This design comes from an exercise in tuning for small area on the open sky130 flow, not from production work.
Function was checked by simulation only, so behaviour that the tests miss may differ from the original.
Power figures rest on the tool's default switching activity, not on a simulated workload.

==> run a <==
==> flow/design.v <==
package regfile_pkg;
   localparam int DATA_W   = 32;
   localparam int ADDR_W   = 5;
   localparam int NUM_REGS = 2**ADDR_W;
   localparam int ZERO_REG = 0;
   typedef logic [DATA_W-1:0] data_t;
   typedef logic [ADDR_W-1:0] idx_t;
endpackage
module regfile_read_port #(
   parameter int DATA_W = regfile_pkg::DATA_W,
   parameter int ADDR_W = regfile_pkg::ADDR_W
) (
   input  logic              clk,
   input  logic              rst,
   input  logic              rd_en,
   input  logic [ADDR_W-1:0] read_reg,
   input  logic [2**ADDR_W-1:0][DATA_W-1:0] regs,
   output logic [DATA_W-1:0] read_data
);
   logic [DATA_W-1:0] sel;
   always_comb begin
      sel = (read_reg == ADDR_W'(regfile_pkg::ZERO_REG)) ? '0 :
            regs[read_reg];
   end
   always_ff @(posedge clk) begin
      if (rst) read_data <= '0;
      else if (rd_en) read_data <= sel;
   end
endmodule
module register_file #(
   parameter int DATA_W = regfile_pkg::DATA_W,
   parameter int ADDR_W = regfile_pkg::ADDR_W
) (
   input  logic              clk,
   input  logic              rst,
   input  logic              rd_en,
   input  logic [ADDR_W-1:0] read_reg1,
   input  logic [ADDR_W-1:0] read_reg2,
   output logic [DATA_W-1:0] read_data1,
   output logic [DATA_W-1:0] read_data2,
   output logic              rd_valid,
   input  logic              reg_write,
   input  logic [ADDR_W-1:0] write_reg,
   input  logic [DATA_W-1:0] write_data
);
   localparam int NUM_REGS = 2**ADDR_W;
   logic [NUM_REGS-1:0][DATA_W-1:0] regs;
   always_ff @(posedge clk) begin
      if (rst) begin
         for (int i = 0; i < NUM_REGS; i++) regs[i] <= '0;
         rd_valid <= 1'b0;
      end else begin
         if (reg_write && write_reg != ADDR_W'(regfile_pkg::ZERO_REG)) regs[write_reg] <= write_data;
         rd_valid <= rd_en;
      end
   end
   regfile_read_port #(.DATA_W(DATA_W), .ADDR_W(ADDR_W)) u_port1 (
      .clk       (clk),
      .rst       (rst),
      .rd_en     (rd_en),
      .read_reg  (read_reg1),
      .regs      (regs),
      .read_data (read_data1)
   );
   regfile_read_port #(.DATA_W(DATA_W), .ADDR_W(ADDR_W)) u_port2 (
      .clk       (clk),
      .rst       (rst),
      .rd_en     (rd_en),
      .read_reg  (read_reg2),
      .regs      (regs),
      .read_data (read_data2)
   );
endmodule
==> flow/run.sh <==
#!/bin/bash
# synth_recipe.tcl (not shown) runs the flow's synth.tcl, then flattens the netlist and writes it again
# the make line also repeats each setting of config.mk as NAME=value (left out here)
make -C /OpenROAD-flow-scripts/flow DESIGN_CONFIG=/design/flow/config.mk WORK_HOME=/design/flow/orfs CLKGATE_MAP_FILE= SYNTH_SCRIPT=/design/flow/synth_recipe.tcl finish
==> flow/config.mk <==
export PLATFORM = sky130hd
export DESIGN_NAME = register_file
export DESIGN_NICKNAME = register_file
export VERILOG_FILES = /design/flow/design.v
export SDC_FILE = /design/flow/constraint.sdc
export NUM_CORES = 4
export LEC_CHECK = 0
export CAP_MARGIN = 20
export CORE_MARGIN = 2
export CORE_UTILIZATION = 40
export SLEW_MARGIN = 20
==> flow/constraint.sdc <==
create_clock -name core_clock -period 5.0 [get_ports {clk}]
set_input_delay 1.0000 -clock core_clock [delete_from_list [all_inputs] [get_ports {clk}]]
set_output_delay 1.0000 -clock core_clock [all_outputs]
set_load 0.01 [all_outputs]
==> run b: changes against run a <==
==> flow/design.v, changed modules only <==
module rf_oai22 (input logic a1, a2, b1, b2, output logic y);
   assign y = ~((a1 | a2) & (b1 | b2));
endmodule
module rf_xor2 (input logic a, b, output logic y);
   assign y = a ^ b;
endmodule
module rf_nand2 (input logic a, b, output logic y);
   assign y = ~(a & b);
endmodule
module rf_aoi222 (input logic a1, a2, b1, b2, c1, c2, output logic y);
   assign y = ~((a1 & a2) | (b1 & b2) | (c1 & c2));
endmodule
module rf_nand4 (input logic a, b, c, d, output logic y);
   assign y = ~(a & b & c & d);
endmodule
module rf_nand3 (input logic a, b, c, output logic y);
   assign y = ~(a & b & c);
endmodule
module rf_ao2111 (input logic a1, a2, b, c, d, output logic y);
   assign y = (a1 & a2) | b | c | d;
endmodule
module regfile_read_port #(
   parameter int DATA_W = regfile_pkg::DATA_W,
   parameter int ADDR_W = regfile_pkg::ADDR_W
) (
   input  logic                              hold,
   input  logic [2**ADDR_W-1:1]              sel,
   input  logic [2**ADDR_W-1:1][DATA_W-1:0]  regs,
   input  logic [DATA_W-1:0]                 cur,
   output logic [DATA_W-1:0]                 nxt
);
   for (genvar b = 0; b < DATA_W; b++) begin : g_bit
      logic [10:0] y;
      logic [2:0]  p;
      for (genvar k = 0; k < 10; k++) begin : g_aoi
         rf_aoi222 u_aoi (
            .a1(sel[3*k+1]), .a2(regs[3*k+1][b]),
            .b1(sel[3*k+2]), .b2(regs[3*k+2][b]),
            .c1(sel[3*k+3]), .c2(regs[3*k+3][b]),
            .y(y[k]));
      end
      rf_nand2 u_last (.a(sel[31]), .b(regs[31][b]), .y(y[10]));
      rf_nand4 u_n0 (.a(y[0]), .b(y[1]), .c(y[2]), .d(y[3]), .y(p[0]));
      rf_nand4 u_n1 (.a(y[4]), .b(y[5]), .c(y[6]), .d(y[7]), .y(p[1]));
      rf_nand3 u_n2 (.a(y[8]), .b(y[9]), .c(y[10]), .y(p[2]));
      rf_ao2111 u_or (.a1(hold), .a2(cur[b]), .b(p[0]), .c(p[1]), .d(p[2]), .y(nxt[b]));
   end
endmodule
module register_file #(
   parameter int DATA_W = regfile_pkg::DATA_W,
   parameter int ADDR_W = regfile_pkg::ADDR_W
) (
   input  logic              clk,
   input  logic              rst,
   input  logic              rd_en,
   input  logic [ADDR_W-1:0] read_reg1,
   input  logic [ADDR_W-1:0] read_reg2,
   output logic [DATA_W-1:0] read_data1,
   output logic [DATA_W-1:0] read_data2,
   output logic              rd_valid,
   input  logic              reg_write,
   input  logic [ADDR_W-1:0] write_reg,
   input  logic [DATA_W-1:0] write_data
);
   localparam int NUM_REGS = 2**ADDR_W;
   logic [NUM_REGS-1:1][DATA_W-1:0] regs, regs_nxt;
   logic [NUM_REGS-1:1] wload, wkeep, sel1, sel2;
   logic [DATA_W-1:0] wcol, rd1_q, rd2_q, rd1_nxt, rd2_nxt;
   logic ph, rd1_ph, rd2_ph;
   logic rd_go, rd_hold;
   assign rd_go   = rd_en & ~rst;
   assign rd_hold = ~rd_en & ~rst;
   assign wcol    = write_data ^ {DATA_W{ph}};
   always_comb begin
      for (int i = 1; i < NUM_REGS; i++) begin
         wload[i] = rst || (reg_write && write_reg == ADDR_W'(i));
         wkeep[i] = rst || !(reg_write && write_reg == ADDR_W'(i));
         sel1[i]  = rd_go && read_reg1 == ADDR_W'(i);
         sel2[i]  = rd_go && read_reg2 == ADDR_W'(i);
      end
   end
   for (genvar i = 1; i < NUM_REGS; i++) begin : g_reg
      for (genvar b = 0; b < DATA_W; b++) begin : g_bit
         rf_oai22 u_wr (.a1(regs[i][b]), .a2(wload[i]), .b1(wcol[b]), .b2(wkeep[i]),
                        .y(regs_nxt[i][b]));
      end
   end
   regfile_read_port #(.DATA_W(DATA_W), .ADDR_W(ADDR_W)) u_port1 (
      .hold(rd_hold), .sel(sel1), .regs(regs), .cur(rd1_q), .nxt(rd1_nxt)
   );
   regfile_read_port #(.DATA_W(DATA_W), .ADDR_W(ADDR_W)) u_port2 (
      .hold(rd_hold), .sel(sel2), .regs(regs), .cur(rd2_q), .nxt(rd2_nxt)
   );
   always_ff @(posedge clk) begin
      regs     <= regs_nxt;
      ph       <= ~rst & ~ph;
      rd1_q    <= rd1_nxt;
      rd2_q    <= rd2_nxt;
      if (rst) begin
         rd1_ph <= 1'b0;
         rd2_ph <= 1'b0;
      end else if (rd_en) begin
         rd1_ph <= ph & (read_reg1 != '0);
         rd2_ph <= ph & (read_reg2 != '0);
      end
      rd_valid <= rd_go;
   end
   for (genvar b = 0; b < DATA_W; b++) begin : g_out
      rf_xor2 u_x1 (.a(rd1_q[b]), .b(rd1_ph), .y(read_data1[b]));
      rf_xor2 u_x2 (.a(rd2_q[b]), .b(rd2_ph), .y(read_data2[b]));
   end
endmodule
==> flow/flow/run.sh (new file) <==
#!/bin/bash
# The standard layout (standard.sh), with the ports buffered by the smallest
# buffer cell instead of the resizer's default choice. Make's full output is
# kept in flow_make.log in the work folder; ORFS's per-step logs are under orfs/logs.
set -euo pipefail
bash standard.sh BUFFER_PORTS_ARGS="-buffer_cell sky130_fd_sc_hd__buf_1" finish > flow_make.log 2>&1
==> flow/standard.sh (new file) <==
#!/bin/bash
# synth_recipe.tcl (not shown) runs the flow's synth.tcl, then flattens the netlist and writes it again
# the make line also repeats each setting of config.mk as NAME=value (left out here)
make -C /OpenROAD-flow-scripts/flow DESIGN_CONFIG=/design/flow/config.mk WORK_HOME=/design/flow/orfs CLKGATE_MAP_FILE= SYNTH_SCRIPT=/design/flow/synth_recipe.tcl "${@:-finish}"
CAP_MARGIN = 10   (was 20)
CORE_UTILIZATION = 50   (was 40)
CTS_BUF_LIST = sky130_fd_sc_hd__clkbuf_16   (was unset)
CTS_CLUSTER_DIAMETER = 100   (was unset)
CTS_CLUSTER_SIZE = 22   (was unset)
SLEW_MARGIN = 10   (was 20)
SYNTH_HIERARCHICAL = 1   (was unset)
removed: flow/run.sh
==> run c: changes against run a <==
==> flow/design.v, changed modules only <==
module rf_oai22 (input logic a1, a2, b1, b2, output logic y);
   assign y = ~((a1 | a2) & (b1 | b2));
endmodule
module rf_xor2 (input logic a, b, output logic y);
   assign y = a ^ b;
endmodule
module rf_nand2 (input logic a, b, output logic y);
   assign y = ~(a & b);
endmodule
module rf_aoi222 (input logic a1, a2, b1, b2, c1, c2, output logic y);
   assign y = ~((a1 & a2) | (b1 & b2) | (c1 & c2));
endmodule
module rf_nand4 (input logic a, b, c, d, output logic y);
   assign y = ~(a & b & c & d);
endmodule
module rf_nand3 (input logic a, b, c, output logic y);
   assign y = ~(a & b & c);
endmodule
module rf_ao2111 (input logic a1, a2, b, c, d, output logic y);
   assign y = (a1 & a2) | b | c | d;
endmodule
module regfile_read_port #(
   parameter int DATA_W = regfile_pkg::DATA_W,
   parameter int ADDR_W = regfile_pkg::ADDR_W
) (
   input  logic                              hold,
   input  logic [2**ADDR_W-1:1]              sel,
   input  logic [2**ADDR_W-1:1][DATA_W-1:0]  regs,
   input  logic [DATA_W-1:0]                 cur,
   output logic [DATA_W-1:0]                 nxt
);
   for (genvar b = 0; b < DATA_W; b++) begin : g_bit
      logic [10:0] y;
      logic [2:0]  p;
      for (genvar k = 0; k < 10; k++) begin : g_aoi
         rf_aoi222 u_aoi (
            .a1(sel[3*k+1]), .a2(regs[3*k+1][b]),
            .b1(sel[3*k+2]), .b2(regs[3*k+2][b]),
            .c1(sel[3*k+3]), .c2(regs[3*k+3][b]),
            .y(y[k]));
      end
      rf_nand2 u_last (.a(sel[31]), .b(regs[31][b]), .y(y[10]));
      rf_nand4 u_n0 (.a(y[0]), .b(y[1]), .c(y[2]), .d(y[3]), .y(p[0]));
      rf_nand4 u_n1 (.a(y[4]), .b(y[5]), .c(y[6]), .d(y[7]), .y(p[1]));
      rf_nand3 u_n2 (.a(y[8]), .b(y[9]), .c(y[10]), .y(p[2]));
      rf_ao2111 u_or (.a1(hold), .a2(cur[b]), .b(p[0]), .c(p[1]), .d(p[2]), .y(nxt[b]));
   end
endmodule
module register_file #(
   parameter int DATA_W = regfile_pkg::DATA_W,
   parameter int ADDR_W = regfile_pkg::ADDR_W
) (
   input  logic              clk,
   input  logic              rst,
   input  logic              rd_en,
   input  logic [ADDR_W-1:0] read_reg1,
   input  logic [ADDR_W-1:0] read_reg2,
   output logic [DATA_W-1:0] read_data1,
   output logic [DATA_W-1:0] read_data2,
   output logic              rd_valid,
   input  logic              reg_write,
   input  logic [ADDR_W-1:0] write_reg,
   input  logic [DATA_W-1:0] write_data
);
   localparam int NUM_REGS = 2**ADDR_W;
   logic [NUM_REGS-1:1][DATA_W-1:0] regs, regs_nxt;
   logic [NUM_REGS-1:1] wload, wkeep, sel1, sel2;
   logic [DATA_W-1:0] wcol, rd1_q, rd2_q, rd1_nxt, rd2_nxt;
   logic ph, rd1_ph, rd2_ph;
   logic rd_go, rd_hold;
   assign rd_go   = rd_en & ~rst;
   assign rd_hold = ~rd_en & ~rst;
   assign wcol    = write_data ^ {DATA_W{ph}};
   always_comb begin
      for (int i = 1; i < NUM_REGS; i++) begin
         wload[i] = rst || (reg_write && write_reg == ADDR_W'(i));
         wkeep[i] = rst || !(reg_write && write_reg == ADDR_W'(i));
         sel1[i]  = rd_go && read_reg1 == ADDR_W'(i);
         sel2[i]  = rd_go && read_reg2 == ADDR_W'(i);
      end
   end
   for (genvar i = 1; i < NUM_REGS; i++) begin : g_reg
      for (genvar b = 0; b < DATA_W; b++) begin : g_bit
         rf_oai22 u_wr (.a1(regs[i][b]), .a2(wload[i]), .b1(wcol[b]), .b2(wkeep[i]),
                        .y(regs_nxt[i][b]));
      end
   end
   regfile_read_port #(.DATA_W(DATA_W), .ADDR_W(ADDR_W)) u_port1 (
      .hold(rd_hold), .sel(sel1), .regs(regs), .cur(rd1_q), .nxt(rd1_nxt)
   );
   regfile_read_port #(.DATA_W(DATA_W), .ADDR_W(ADDR_W)) u_port2 (
      .hold(rd_hold), .sel(sel2), .regs(regs), .cur(rd2_q), .nxt(rd2_nxt)
   );
   always_ff @(posedge clk) begin
      regs     <= regs_nxt;
      ph       <= ~rst & ~ph;
      rd1_q    <= rd1_nxt;
      rd2_q    <= rd2_nxt;
      if (rst) begin
         rd1_ph <= 1'b0;
         rd2_ph <= 1'b0;
      end else if (rd_en) begin
         rd1_ph <= ph & (read_reg1 != '0);
         rd2_ph <= ph & (read_reg2 != '0);
      end
      rd_valid <= rd_go;
   end
   for (genvar b = 0; b < DATA_W; b++) begin : g_out
      rf_xor2 u_x1 (.a(rd1_q[b]), .b(rd1_ph), .y(read_data1[b]));
      rf_xor2 u_x2 (.a(rd2_q[b]), .b(rd2_ph), .y(read_data2[b]));
   end
endmodule
SYNTH_HIERARCHICAL = 1   (was unset)
==> summary of the runs <==
The lowest fmax belongs to run c, the highest to run b. In run b the flip-flop and latch count is lower than in run a, by 29. Combinational power, highest first: run c, run b, run a. Between run a and run b, the lower synthesized cell count is in run b (gap about 80%, measured against run b). Against run a, the power of run b is smaller by about 16%. Of run c and run b, run b has the higher core utilization (gap 7.7 points). The highest die area belongs to run a, the lowest to run b. Count of clock-buffer cells in the layout, lowest first: run b, run a, run c. Against run a, the synthesized area of run b is smaller by 30%.

static timing again, ports no longer ideal:
In the flow no input, the clock included, has a driving cell. The finished layouts below were timed again as built, in two steps.
Step 1 sets driving cells, clkbuf_16 on the clock port and buf_2 on the other inputs (assumed; they add their load-dependent delay and slew).
Step 2 adds t to the input delays and takes it off the output delays; t is the mean of the earliest and latest rising clock arrival at the registers after step 1. Input paths then give back, and output paths get back, about the clock's delay inside the block.
Slacks: ideal ports / drivers / drivers and shift; pairs: ideal ports / drivers.
run	shift t [ns]	slack for setup (ns)	pins driven straight from the clock port
run a	0.808	0.965 / 0.968 / 0.160	1
run b	0.732	1.035 / 1.084 / 0.351	1
run c	0.755	0.917 / 0.843 / 0.510	1
After both steps every run listed still meets setup and hold. The setup slack of run a, which loses most, moves by +0.003 ns with the drivers and by -0.805 ns with both steps.
